From an optimization exercise on the open Yosys and OpenROAD flow, aimed at small area and a short achievable clock period; shortcuts taken in it are not production practice. Only simulation tests tie the RTL to the original design; equivalence was not proved. Power is estimated from default activity; no workload was simulated.

Setup of rev 12:
==> module execute_stage, before the edit <==
module execute_stage (
    input  logic                       clk,
    input  logic                       reset,
    input  logic                       dx_valid,
    input  logic                       dx_writes,
    input  logic                       dx_setf,
    input  logic                       dx_arith,
    input  logic                       dx_sub,
    input  logic [1:0]                 dx_lop,
    input  logic [3:0]                 dx_cond,
    input  logic [4-1:0]  dx_rd,
    input  logic [32-1:0]    rn_val,
    input  logic [32-1:0]    dx_b,
    input  logic                       dx_fwd_b,
    input  logic [1:0]                 dx_kind,
    input  logic [5-1:0] dx_shamt,
    input  logic [5-1:0] dx_rot,
    input  logic [32-1:0]    wr_data,
    output logic                       ex_writes,
    output logic [4-1:0]  ex_rd,
    output logic                       res_valid,
    output logic [4-1:0]  res_addr,
    output logic [32-1:0]    res_data,
    output logic [3:0]                 flags
);
    logic [31:0] op_a, op_b_reg, bx, logic_res, result;
    logic [33:0] sum;
    logic        pass, c_f, v_f;
    assign op_a     = rn_val;
    assign op_b_reg = dx_fwd_b ? (wr_data ^ {32{dx_sub}}) : dx_b;
    barrel_shift barrel_shift_i (
        .value   (op_b_reg),
        .sh_type (dx_kind),
        .shamt   (dx_shamt),
        .inv     (dx_sub),
        .rot     (dx_rot),
        .shifted (bx)
    );
    assign sum = {1'b0, op_a, 1'b1} + {1'b0, bx, dx_sub};
    always_comb begin
        case (dx_lop)
            2'b00: logic_res = op_a & bx;
            2'b01: logic_res = op_a ^ bx;
            2'b10: logic_res = op_a | bx;
            default: logic_res = bx;
        endcase
    end
    assign result = dx_arith ? sum[32:1] : logic_res;
    assign c_f = sum[33];
    assign v_f = (op_a[31] == bx[31]) && (sum[32] != op_a[31]);
    logic nz_wb, n_q, z_q, c_q, v_q, wb_zero, n_cur, z_cur;
    logic [3:0] byte_zero_q;
    always_ff @(posedge clk) begin
        for (int i = 0; i < 4; i++)
            byte_zero_q[i] <= (result[8*i +: 8] == 8'd0);
    end
    assign wb_zero = &byte_zero_q;
    assign n_cur   = nz_wb ? wr_data[31] : n_q;
    assign z_cur   = nz_wb ? wb_zero : z_q;
    assign flags   = {n_cur, z_cur, c_q, v_q};
    always_comb begin
        case (dx_cond)
            4'b0000: pass = flags[2];
            4'b0001: pass = !flags[2];
            4'b0010: pass = flags[1];
            4'b0011: pass = !flags[1];
            4'b0100: pass = flags[3];
            4'b0101: pass = !flags[3];
            4'b0110: pass = flags[0];
            4'b0111: pass = !flags[0];
            4'b1000: pass = flags[1] && !flags[2];
            4'b1001: pass = !flags[1] || flags[2];
            4'b1010: pass = (flags[3] == flags[0]);
            4'b1011: pass = (flags[3] != flags[0]);
            4'b1100: pass = !flags[2] && (flags[3] == flags[0]);
            4'b1101: pass = flags[2] || (flags[3] != flags[0]);
            default: pass = 1'b1;
        endcase
    end
    always_ff @(posedge clk or posedge reset) begin
        if (reset) begin
            nz_wb <= 1'b0;
            n_q   <= 1'b0;
            z_q   <= 1'b0;
            c_q   <= 1'b0;
            v_q   <= 1'b0;
        end else begin
            nz_wb <= dx_valid && pass && dx_setf;
            n_q   <= n_cur;
            z_q   <= z_cur;
            if (dx_valid && pass && dx_setf && dx_arith) begin
                c_q <= c_f;
                v_q <= v_f;
            end
        end
    end
    assign res_valid = dx_valid && pass && dx_writes;
    assign res_addr  = dx_rd;
    assign res_data  = result;
    assign ex_writes = res_valid;
    assign ex_rd     = dx_rd;
endmodule
clock: 8.0 ns
lec_check: 0
abc_area: 1
cap_margin: 20
core_margin: 2
core_utilization: 40
cts_cluster_diameter: 100
cts_cluster_size: 25
setup_slack_margin: 4.5
slew_margin: 20
run.sh (not shown) runs the stock make flow with config.mk's settings and CLKGATE_MAP_FILE= SYNTH_SCRIPT=/design/flow/synth_recipe.tcl, a recipe that flattens the netlist after the stock synthesis.
## Diff of input files: rev 13 against rev 12
--- a/flow/design.v
+++ b/flow/design.v
@@ -173,14 +173,13 @@
     assign c_f = sum[33];
     assign v_f = (op_a[31] == bx[31]) && (sum[32] != op_a[31]);
-    logic nz_wb, n_q, z_q, c_q, v_q, wb_zero, n_cur, z_cur;
-    logic [3:0] byte_zero_q;
-    always_ff @(posedge clk) begin
-        for (int i = 0; i < 4; i++)
-            byte_zero_q[i] <= (result[8*i +: 8] == 8'd0);
-    end
-    assign wb_zero = &byte_zero_q;
-    assign n_cur   = nz_wb ? wr_data[31] : n_q;
-    assign z_cur   = nz_wb ? wb_zero : z_q;
-    assign flags   = {n_cur, z_cur, c_q, v_q};
+    logic [31:0] zt;
+    logic        z_arith, z_logic, z_f;
+    assign zt      = {op_a[30:0] | bx[30:0], dx_sub};
+    assign z_arith = ((op_a ^ bx) == zt);
+    assign z_logic = (logic_res == 32'd0);
+    assign z_f     = dx_arith ? z_arith : z_logic;
+    logic n_wb, n_q, z_q, c_q, v_q, n_cur;
+    assign n_cur   = n_wb ? wr_data[31] : n_q;
+    assign flags   = {n_cur, z_q, c_q, v_q};
     always_comb begin
         case (dx_cond)
@@ -204,5 +203,5 @@
     always_ff @(posedge clk or posedge reset) begin
         if (reset) begin
-            nz_wb <= 1'b0;
+            n_wb  <= 1'b0;
             n_q   <= 1'b0;
             z_q   <= 1'b0;
@@ -210,7 +209,8 @@
             v_q   <= 1'b0;
         end else begin
-            nz_wb <= dx_valid && pass && dx_setf;
+            n_wb  <= dx_valid && pass && dx_setf;
             n_q   <= n_cur;
-            z_q   <= z_cur;
+            if (dx_valid && pass && dx_setf)
+                z_q <= z_f;
             if (dx_valid && pass && dx_setf && dx_arith) begin
                 c_q <= c_f;
Findings:
The synthesized netlist net count number comes out lower for rev 13 vs rev 12.
Rev 13 has xor/xnor share of the synthesized area above what rev 12 had.
Summary of rev 13 over rev 12: area taken by flip-flops and latches about even; via count of the first global-routing pass was more or less identical; combinational fraction of design power higher.
Rev 13 reached the end of the flow, and the finished layout is clean on the timing, DRC and antenna checks.
Rev 13 against rev 12: relative slew slack now smaller; complex-gate fraction of the synthesized area saw an increase; power went up.

* * *

## build 86
Another version of the RTL of arm_dp_top (not shown whole).
Size in the first run: roughly 3800 cells after synthesis, roughly 680 flip-flops, about 76 I/O pins, roughly 0.035 mm^2 of cells after synthesis.
==> module reg_file, before the edit <==
module reg_file (
    input  logic                       clk,
    input  logic                       reset,
    input  logic                       wr_valid,
    input  logic [4-1:0]  wr_addr,
    input  logic [32-1:0]    wr_data,
    input  logic                       ex_valid,
    input  logic [4-1:0]  ex_addr,
    input  logic [4-1:0]  rn_addr_d,
    input  logic [4-1:0]  rm_addr_d,
    output logic [32-1:0]    rn_val,
    output logic [32-1:0]    rm_val
);
    localparam int NUM_REGS = 1 << 4;
    logic [NUM_REGS-1:0][32-1:0] regs;
    logic [NUM_REGS-1:0]                   written, written_d;
    logic [NUM_REGS-1:0]                   we;
    logic [NUM_REGS-1:0]                   sel_n, sel_m;
    logic                                  wt_n, wt_m, wt_n_d, wt_m_d;
    logic [4-1:0]             rm_q;
    always_comb begin
        for (int i = 0; i < NUM_REGS; i++)
            we[i] = wr_valid && (wr_addr == i[4-1:0]);
    end
    assign written_d = written | we;
    always_ff @(posedge clk or posedge reset) begin
        if (reset) written <= '0;
        else       written <= written_d;
    end
    for (genvar i = 0; i < NUM_REGS; i++) begin : g_reg
        always_ff @(posedge clk) begin
            if (we[i]) regs[i] <= wr_data;
        end
    end
    assign wt_n_d = ex_valid && (ex_addr == rn_addr_d);
    assign wt_m_d = ex_valid && (ex_addr == rm_addr_d);
    always_ff @(posedge clk) begin
        wt_n <= wt_n_d;
        wt_m <= wt_m_d;
        rm_q <= rm_addr_d;
        for (int i = 0; i < NUM_REGS; i++)
            sel_n[i] <= !wt_n_d && written_d[i] && (rn_addr_d == i[4-1:0]);
    end
    always_comb begin
        for (int i = 0; i < NUM_REGS; i++)
            sel_m[i] = !wt_m && written[i] && (rm_q == i[4-1:0]);
    end
    always_comb begin
        rn_val = {32{wt_n}} & wr_data;
        rm_val = {32{wt_m}} & wr_data;
        for (int i = 0; i < NUM_REGS; i++) begin
            rn_val = rn_val | ({32{sel_n[i]}} & regs[i]);
            rm_val = rm_val | ({32{sel_m[i]}} & regs[i]);
        end
    end
endmodule
clock: 8.0 ns
lec_check: 0
abc_area: 1
cap_margin: 20
core_margin: 2
core_utilization: 40
cts_cluster_diameter: 100
cts_cluster_size: 25
setup_slack_margin: 5.0
slew_margin: 20
tns_end_percent: 10
The inputs of trial 27 differ from those of build 86 as listed below.
diff --git a/flow/design.v b/flow/design.v
--- a/flow/design.v
+++ b/flow/design.v
@@ -273,5 +273,4 @@
     logic [NUM_REGS-1:0]                   sel_n, sel_m;
     logic                                  wt_n, wt_m, wt_n_d, wt_m_d;
-    logic [4-1:0]             rm_q;
     always_comb begin
         for (int i = 0; i < NUM_REGS; i++)
@@ -293,11 +292,8 @@
         wt_n <= wt_n_d;
         wt_m <= wt_m_d;
-        rm_q <= rm_addr_d;
-        for (int i = 0; i < NUM_REGS; i++)
+        for (int i = 0; i < NUM_REGS; i++) begin
             sel_n[i] <= !wt_n_d && written_d[i] && (rn_addr_d == i[4-1:0]);
-    end
-    always_comb begin
-        for (int i = 0; i < NUM_REGS; i++)
-            sel_m[i] = !wt_m && written[i] && (rm_q == i[4-1:0]);
+            sel_m[i] <= !wt_m_d && written_d[i] && (rm_addr_d == i[4-1:0]);
+        end
     end
     always_comb begin
Notes after the runs:
- From build 86 to trial 27 the numbers moved as follows: synthesized cell count went up 1.0%, final standard cell count with taps included and fillers excluded increased by 0.42% relative to the old numbers, final wirelength fell by 3.1%, worst hold slack stayed essentially flat, fraction of the mapped netlist area in compound gates has decreased.
- Layout-stage area growth over the synthesis result ended up 0.23 points higher on trial 27 than on build 86.

==> port drivers added, routing unchanged <==
How much do the figures lean on ideal ports? The routed layouts below were timed once more, with nothing changed but the port constraints.
Step 1 sets driving cells, clkbuf_16 on the clock port and buf_2 on the other inputs (assumed; they add their load-dependent delay and slew).
Step 2 times the ports against the registers' clock, not the clock port: input delays grow and output delays shrink by t, the midpoint of the rising clock arrivals with the driver on.
a / b / c = no drivers / after step 1 / after step 2; a / b = the first two.
| run | shift t [ns] | setup WS [ns] | latest minus earliest clock arrival (ns) |
|---|---|---|---|
| rev 12 | 0.669 | 4.136 / 4.136 / 4.136 | 0.049 / 0.048 |
| rev 13 | 0.678 | 4.098 / 4.098 / 4.098 | 0.055 / 0.054 |
| build 86 | 0.657 | 4.015 / 4.015 / 4.015 | 0.043 / 0.043 |
| trial 27 | 0.680 | 4.119 / 4.119 / 4.119 | 0.045 / 0.046 |
After both steps setup and hold are still met in every run listed.
